Source: an optimization exercise on an open RTL-to-GDS flow (aim: small area, a short achievable clock period and few clock cycles per item). Production flows keep margins and buffers that such runs may drop. Function was checked by simulation only, so behaviour that the tests miss may differ from the original. Power figures rest on the tool's default switching activity, not on a simulated workload.

## servo_pulse_pwm_two_channel
module servo_pulse_pwm_two_channel #(
  parameter int TICKS_PER_US = 16,
  parameter int MAX_ANGLE    = 180
) (
  input  logic         clk,
  input  logic         rst,
  input  logic         cfg_valid,
  output logic         cfg_ready,
  input  logic [2:0]   cfg_index,
  input  logic [11:0]  cfg_data,
  input  logic         item_valid,
  output logic         item_ready,
  input  logic [1:0]   item_cmd,
  input  logic [1:0]   item_channel,
  input  logic [15:0]  item_value,
  output logic         result_valid,
  input  logic         result_ready,
  output logic         result_pwm_a,
  output logic         result_pwm_b,
  output logic [15:0]  result_count
);
Size: about 1000 cells after synthesis, ~61 I/O pins.
==> flow/config.mk <==
export PLATFORM = sky130hd
export DESIGN_NAME = servo_pulse_pwm_two_channel
export DESIGN_NICKNAME = servo_pulse_pwm_two_channel
export VERILOG_FILES = /design/flow/design.v
export SDC_FILE = /design/flow/constraint.sdc
export NUM_CORES = 4
export LEC_CHECK = 0
export CAP_MARGIN = 20
export CORE_MARGIN = 2
export CORE_UTILIZATION = 40
export CTS_BUF_LIST = sky130_fd_sc_hd__clkbuf_8
export SETUP_SLACK_MARGIN = 4.4
export SLEW_MARGIN = 20
export TNS_END_PERCENT = 0
==> flow/constraint.sdc <==
create_clock -name core_clock -period 7.0 [get_ports {clk}]
set_input_delay 1.4000 -clock core_clock [delete_from_list [all_inputs] [get_ports {clk}]]
set_output_delay 1.4000 -clock core_clock [all_outputs]
set_load 0.01 [all_outputs]
standard.sh (not shown) runs the stock make flow with config.mk's settings and CLKGATE_MAP_FILE= SYNTH_SCRIPT=/design/flow/synth_recipe.tcl, a recipe that flattens the netlist after the stock synthesis.
==> flow/flow/run.sh <==
#!/bin/bash
# Layout flow: the standard flow (standard.sh, unchanged synthesis and
# steps), with the port buffers inserted as sky130_fd_sc_hd__buf_2 cells
# instead of the default buffer cell that buffer_ports picks.
# Logs in the run folder: standard.log (everything standard.sh runs prints;
# ORFS keeps each tool's own log under orfs/logs/).
set -o pipefail
cp standard.sh standard_sh_copy.txt
export BUFFER_PORTS_ARGS="-buffer_cell sky130_fd_sc_hd__buf_2"
bash standard.sh > standard.log 2>&1
Testbench counts at the start, summed over its fixed seeds: cycles 1,049,210, items 1,048,576.
Change:
--- a/flow/design.v
+++ b/flow/design.v
@@ -156,27 +156,27 @@
         if (need_a) need_a_n = 1'b0; else need_b_n = 1'b0;
       end
     end else if (s_fin || (s_first && !(angf && !gtf))) begin
       busy_n  = 1'b0;
       conv_wr = 1'b1;
     end
     pend_a_n = (conv_wr && !cur) ? {1'b0, conv_w} : pend_a;
     pend_b_n = (conv_wr &&  cur) ? {1'b0, conv_w} : pend_b;
     if (busy && (cur ? wr_b : wr_a)) busy_n = 1'b0;
     if (wr_a) begin
       pend_a_n = raw;
-      if (busy || !busy_n || cur_n) need_a_n = 1'b1;
+      need_a_n = 1'b1;
     end
     if (wr_b) begin
       pend_b_n = raw;
-      if (busy || !busy_n || !cur_n) need_b_n = 1'b1;
+      need_b_n = 1'b1;
     end
   end
   always_ff @(posedge clk) begin
     if (rst) begin
       busy   <= 1'b0;
       need_a <= 1'b0;
       need_b <= 1'b0;
       pend_a <= '0;
       pend_b <= '0;
     end else begin
       busy   <= busy_n;
Synthesized area decreases by 3.2%.
Register-to-register slack gets worse by 0.05 ns.
Sequential power decreases by about 3%.
Worst hold slack hardly moves.
Wire length decreases by 5.4%.
Count of clock-buffer cells in the layout decreases by 1.
Total power decreases by 14%.
Testbench counts after the change, summed over its fixed seeds: cycles 1,049,224, items 1,048,576.

--- another note on this design; it stands on its own ---

## the reference run
==> flow/design.v (excerpt) <==
module servo_pulse_pwm_two_channel #(
  parameter int TICKS_PER_US = 16,
  parameter int MAX_ANGLE    = 180
) (
  input  logic         clk,
  input  logic         rst,
  input  logic         cfg_valid,
  output logic         cfg_ready,
  input  logic [2:0]   cfg_index,
  input  logic [11:0]  cfg_data,
  input  logic         item_valid,
  output logic         item_ready,
  input  logic [1:0]   item_cmd,
  input  logic [1:0]   item_channel,
  input  logic [15:0]  item_value,
  output logic         result_valid,
  input  logic         result_ready,
  output logic         result_pwm_a,
  output logic         result_pwm_b,
  output logic [15:0]  result_count
);
Size: roughly 170 flip-flops, roughly 9900 um2 of cells after synthesis.
Settings: LEC_CHECK=0, CAP_MARGIN=20, CORE_MARGIN=2, CORE_UTILIZATION=40, SETUP_SLACK_MARGIN=4.0, SLEW_MARGIN=20; clock period 7.0 ns.
standard.sh (not shown) runs the stock make flow with config.mk's settings and CLKGATE_MAP_FILE= SYNTH_SCRIPT=/design/flow/synth_recipe.tcl, a recipe that flattens the netlist after the stock synthesis.
==> flow/flow/run.sh <==
#!/bin/bash
# Layout flow: the standard flow (standard.sh, unchanged synthesis and
# steps), with the port buffers inserted as sky130_fd_sc_hd__buf_2 cells
# instead of the default buffer cell that buffer_ports picks.
# Logs in the run folder: standard.log (everything standard.sh runs prints;
# ORFS keeps each tool's own log under orfs/logs/).
set -o pipefail
cp standard.sh standard_sh_copy.txt
export BUFFER_PORTS_ARGS="-buffer_cell sky130_fd_sc_hd__buf_2"
bash standard.sh > standard.log 2>&1
Testbench counts of the reference run, summed over its fixed seeds: cycles 1,049,224, items 1,048,576.
--- input diff the reference run..the trial run ---
# the reference run
export LEC_CHECK = 0
export CAP_MARGIN = 20
export CORE_MARGIN = 2
export CORE_UTILIZATION = 40
export SETUP_SLACK_MARGIN = 4.0
export SLEW_MARGIN = 20
create_clock -name core_clock -period 7.0 [get_ports {clk}]
# the trial run
export LEC_CHECK = 0
export CAP_MARGIN = 20
export CORE_MARGIN = 2
export CORE_UTILIZATION = 40
export CTS_BUF_LIST = sky130_fd_sc_hd__clkbuf_8
export SETUP_SLACK_MARGIN = 4.6
export SLEW_MARGIN = 20
create_clock -name core_clock -period 7.0 [get_ports {clk}]
Results
- The reference run completed every stage of the flow, and the final layout passed the timing, DRC and antenna checks.
- Per the final summary, the trial run finished and its layout is clean on timing, DRC and antenna.
- Delta (the trial run minus the reference run): total power fell 85 uW, wire length of the first global-routing pass went up by 8.5%, non-clock buffer count up 61, initial antenna violation count moved up, count of cells resized by post-cts repair +85.
- The trial run: sequential portion of the cell area is 3.2 points lower than what the reference run reported.
- In the tables for the reference run and the trial run, post-route clock period utilization reads higher with the reference run.
- The reference run → the trial run: area growth from synthesis to final layout now larger, count of multi-input gates rose by 5.

==> port drivers added, routing unchanged <==
Ports are ideal in the flow. The routed layouts listed here were re-timed in OpenROAD. Step 1: set_driving_cell puts a clkbuf_16 on clk and a buf_2 on each other input, an assumption about the parent block. Step 2 also shifts input and output timing later by t, the mid clock arrival at the registers, as if the neighbouring blocks saw the same clock. Slacks: ideal ports / drivers / drivers and shift; pairs: ideal ports / drivers.
| run | shift t [ns] | setup WS [ns] | worst register clock-pin slew, ns |
|---|---|---|---|
| the first run of note 1 | 0.512 | 4.330 / 4.290 / 3.839 | 0.11 / 0.11 |
| the second run of note 1 | 0.507 | 4.299 / 4.299 / 3.931 | 0.11 / 0.11 |
| the reference run | 0.477 | 4.177 / 4.177 / 3.797 | 0.07 / 0.07 |
| the trial run | 0.502 | 4.376 / 4.376 / 4.013 | 0.10 / 0.10 |
After both steps every run listed still meets setup and hold. The setup slack of the first run of note 1, which loses most, moves by -0.040 ns with the drivers and by -0.491 ns with both steps.
